Context: an optimization exercise on an open-source flow, tuned for small area. The choices shown serve that exercise and are no tape-out recipe. In this exercise RTL edits were held to simulation tests only and were not proved equivalent to the original.

Design pill_box_top, start of the top module:
module pill_box_top #(
	parameter int TICKS_PER_SEC = 32_768,
	parameter int TONE_DIV      = 8
) (
	input  logic                               clk,
	input  logic                               rst_n,
	input  pill_box_pkg::key_code_t            keyvalue,
	output logic [23:0]                        time_din,
	output logic [27:0]                        pill_box_din,
	output logic                               beep,
	output logic [pill_box_pkg::NUM_BOXES-1:0] alarm_box,
	output pill_box_pkg::menu_mode_t           mode_out,
	output pill_box_pkg::slot_idx_t            index_out
);
Settings: LEC_CHECK=0, CAP_MARGIN=20, CORE_MARGIN=2, CORE_UTILIZATION=40, SLEW_MARGIN=20; clock period 10.0 ns.
standard.sh (not shown) runs the stock make flow with config.mk's settings and CLKGATE_MAP_FILE= SYNTH_SCRIPT=/design/flow/synth_recipe.tcl, a recipe that flattens the netlist after the stock synthesis.
==> flow/flow/run.sh <==
#!/bin/bash
# Own layout flow: the standard ORFS flow (standard.sh) with these changes:
#  - synthesis is the standard flow's script (synth_recipe.tcl, ORFS synth.tcl) except that
#    ABC maps the logic with an area-oriented script, flow/abc_area.script;
#    registers are mapped before ABC and are left as the standard synthesis
#    makes them;
#  - adders are left to ABC as plain logic (ADDER_MAP_FILE empty) instead of
#    being mapped to half/full adder cells first;
#  - input and output ports are buffered with buf_1;
#  - clock tree clusters (no dummy loads), repair margins and utilization
#    are set below.
# Each tool's output goes to a log file in this folder.
set -euo pipefail
W=$(pwd)
F=$FLOW_HOME
cp "$W/flow/abc_area.script" "$W/abc_area.script"
sed "s#^source \$::env(SCRIPTS_DIR)/synth_preamble.tcl#source \$::env(SCRIPTS_DIR)/synth_preamble.tcl\nset abc_args [lreplace \$abc_args 1 1 $W/abc_area.script]#" \
	"$F/scripts/synth.tcl" > "$W/synth_area.tcl"
grep -q "abc_area.script" "$W/synth_area.tcl"
sed "s#source \$::env(SCRIPTS_DIR)/synth.tcl#source $W/synth_area.tcl#" "$W/synth_recipe.tcl" > "$W/synth_recipe_area.tcl"
grep -q "synth_area.tcl" "$W/synth_recipe_area.tcl"
make -C "$F" DESIGN_CONFIG="$FLOW_CONFIG" WORK_HOME="$W/orfs" CLKGATE_MAP_FILE= \
	SYNTH_SCRIPT="$W/synth_recipe_area.tcl" ADDER_MAP_FILE= \
	CAP_MARGIN=0 CORE_MARGIN=2 CORE_UTILIZATION=55 SLEW_MARGIN=0 \
	"CTS_ARGS=-sink_clustering_enable -repair_clock_nets -sink_clustering_size 30 -sink_clustering_max_diameter 80 -dont_use_dummy_load" \
	"BUFFER_PORTS_ARGS=-buffer_cell sky130_fd_sc_hd__buf_1" \
	finish > "$W/make.log" 2>&1
: # left out here: write the final layout as DEF
==> flow/flow/abc_area.script <==
strash
ifraig
dc2
dc2
dch -f
amap -F 2 -A 6
topo
Edit:
--- a/flow/design.v
+++ b/flow/design.v
@@ -221,30 +221,28 @@
 			selv[i] = (mode_d == 2'(i / 3 + 1)) && (slot_d == 2'(i % 3));
 		end
 	end
 	assign sel_idx   = 4'({mode_d - 2'd1, 1'b0}) + 4'(mode_d - 2'd1) + 4'(slot_d);
 	assign sel_pos   = sub9(sel_idx, rot);
 	assign buf_pos   = sub9(buf_tag, rot);
 	assign sel_buf   = buf_dirty && (buf_tag == sel_idx);
 	assign v_on      = |(selv & s_en);
 	always_comb begin
 		ring_sel = '0;
 		for (int p = 0; p < NSLOT; p++) begin
-			if (sel_pos == 4'(p)) ring_sel = ring_sel | ring[p];
+			if (sel_pos == 4'(p) && mode_d != 2'd0 && !sel_buf && !ring_clr) ring_sel = ring_sel | ring[p];
 		end
 	end
 	always_comb begin
-		if (mode_d == 2'd0)  view = n_time;      
-		else if (sel_buf)    view = buf_time;
-		else if (!ring_clr)  view = ring_sel;
-		else                 view = '0;
+		view = ring_sel | ({17{mode_d == 2'd0}} & n_time) |      
+			({17{mode_d != 2'd0 && sel_buf}} & buf_time);
 	end
 	logic [5:0] e_val, e_max, e_new;
 	always_comb begin
 		case (field)
 			3'd1:    e_val = {1'b0, view[16:12]};
 			3'd2:    e_val = view[11:6];
 			default: e_val = view[5:0];
 		endcase
 		e_max  = (field == 3'd1) ? 6'd23 : 6'd59;
 		e_new  = step6(e_val, e_max, pend_up);
 		w_time = view;
@@ -293,36 +291,36 @@
 			s_en    <= '0;
 		end else begin
 			for (int i = 0; i < NSLOT; i++) begin
 				if (pend && !mode_time && field == 3'd4 && selv[i]) s_en[i] <= !v_on;
 			end
 		end
 	end
 	logic [2:0]       alarm_q;
 	logic [NSLOT-1:0] hit;
 	logic [NSLOT-1:0] m_hit;
 	logic             head_eq;
-	logic             live_eq;
+	logic             buf_eq;
 	assign head_eq = (ring[0] == t_time);
-	assign live_eq = (view == t_time);
+	assign buf_eq  = (buf_time == t_time);
 	always_ff @(posedge clk) begin
 		for (int i = 0; i < NSLOT; i++) begin
-			if (selv[i])
-				m_hit[i] <= live_eq;
-			else if (rot == 4'(i) && !(buf_dirty && buf_tag == 4'(i)))
+			if (buf_dirty && buf_tag == 4'(i))
+				m_hit[i] <= buf_eq;
+			else if (rot == 4'(i))
 				m_hit[i] <= head_eq;
 		end
 	end
 	always_comb begin
 		for (int i = 0; i < NSLOT; i++) begin
-			hit[i] = s_en[i] && (selv[i] ? (live_eq && !editing) : m_hit[i]);
+			hit[i] = s_en[i] && m_hit[i] && !(editing && selv[i]);
 		end
 	end
 	always_ff @(posedge clk or negedge rst_n) begin
 		if (!rst_n) begin
 			alarm_q <= '0;
 		end else if (ev_ack) begin
 			alarm_q <= '0;
 		end else if (new_second) begin
 			for (int b = 0; b < 3; b++) begin
 				if (|hit[b*3 +: 3]) alarm_q[b] <= 1'b1;
 			end
Synthesized area is lower slightly.
Final area is lower slightly.
Sequential share of layout area is higher by 0.38 points.
Sequential cell count does not change.
Routed wire length is higher slightly.
Register-to-register slack is better by 0.79 ns.

## what the ideal ports hide
The results above use ideal ports. As a check the final layouts listed here were re-extracted and re-timed, cells and wires unchanged.
Step 1, drivers: a clkbuf_16 drives clk and a buf_2 each remaining input, both assumed.
Step 2 times the ports against the registers' clock, not the clock port: input delays grow and output delays shrink by t, the midpoint of the rising clock arrivals with the driver on.
Slacks: ideal ports / drivers / drivers and shift; pairs: ideal ports / drivers.
| run | t (ns) | setup WS [ns] | clock arrival spread, ns |
|---|---|---|---|
| the first run | 0.520 | 0.679 / 0.629 / 1.148 | 0.065 / 0.065 |
| the second run | 0.514 | 0.744 / 0.696 / 1.209 | 0.065 / 0.065 |
After both steps every run listed still meets setup and hold.
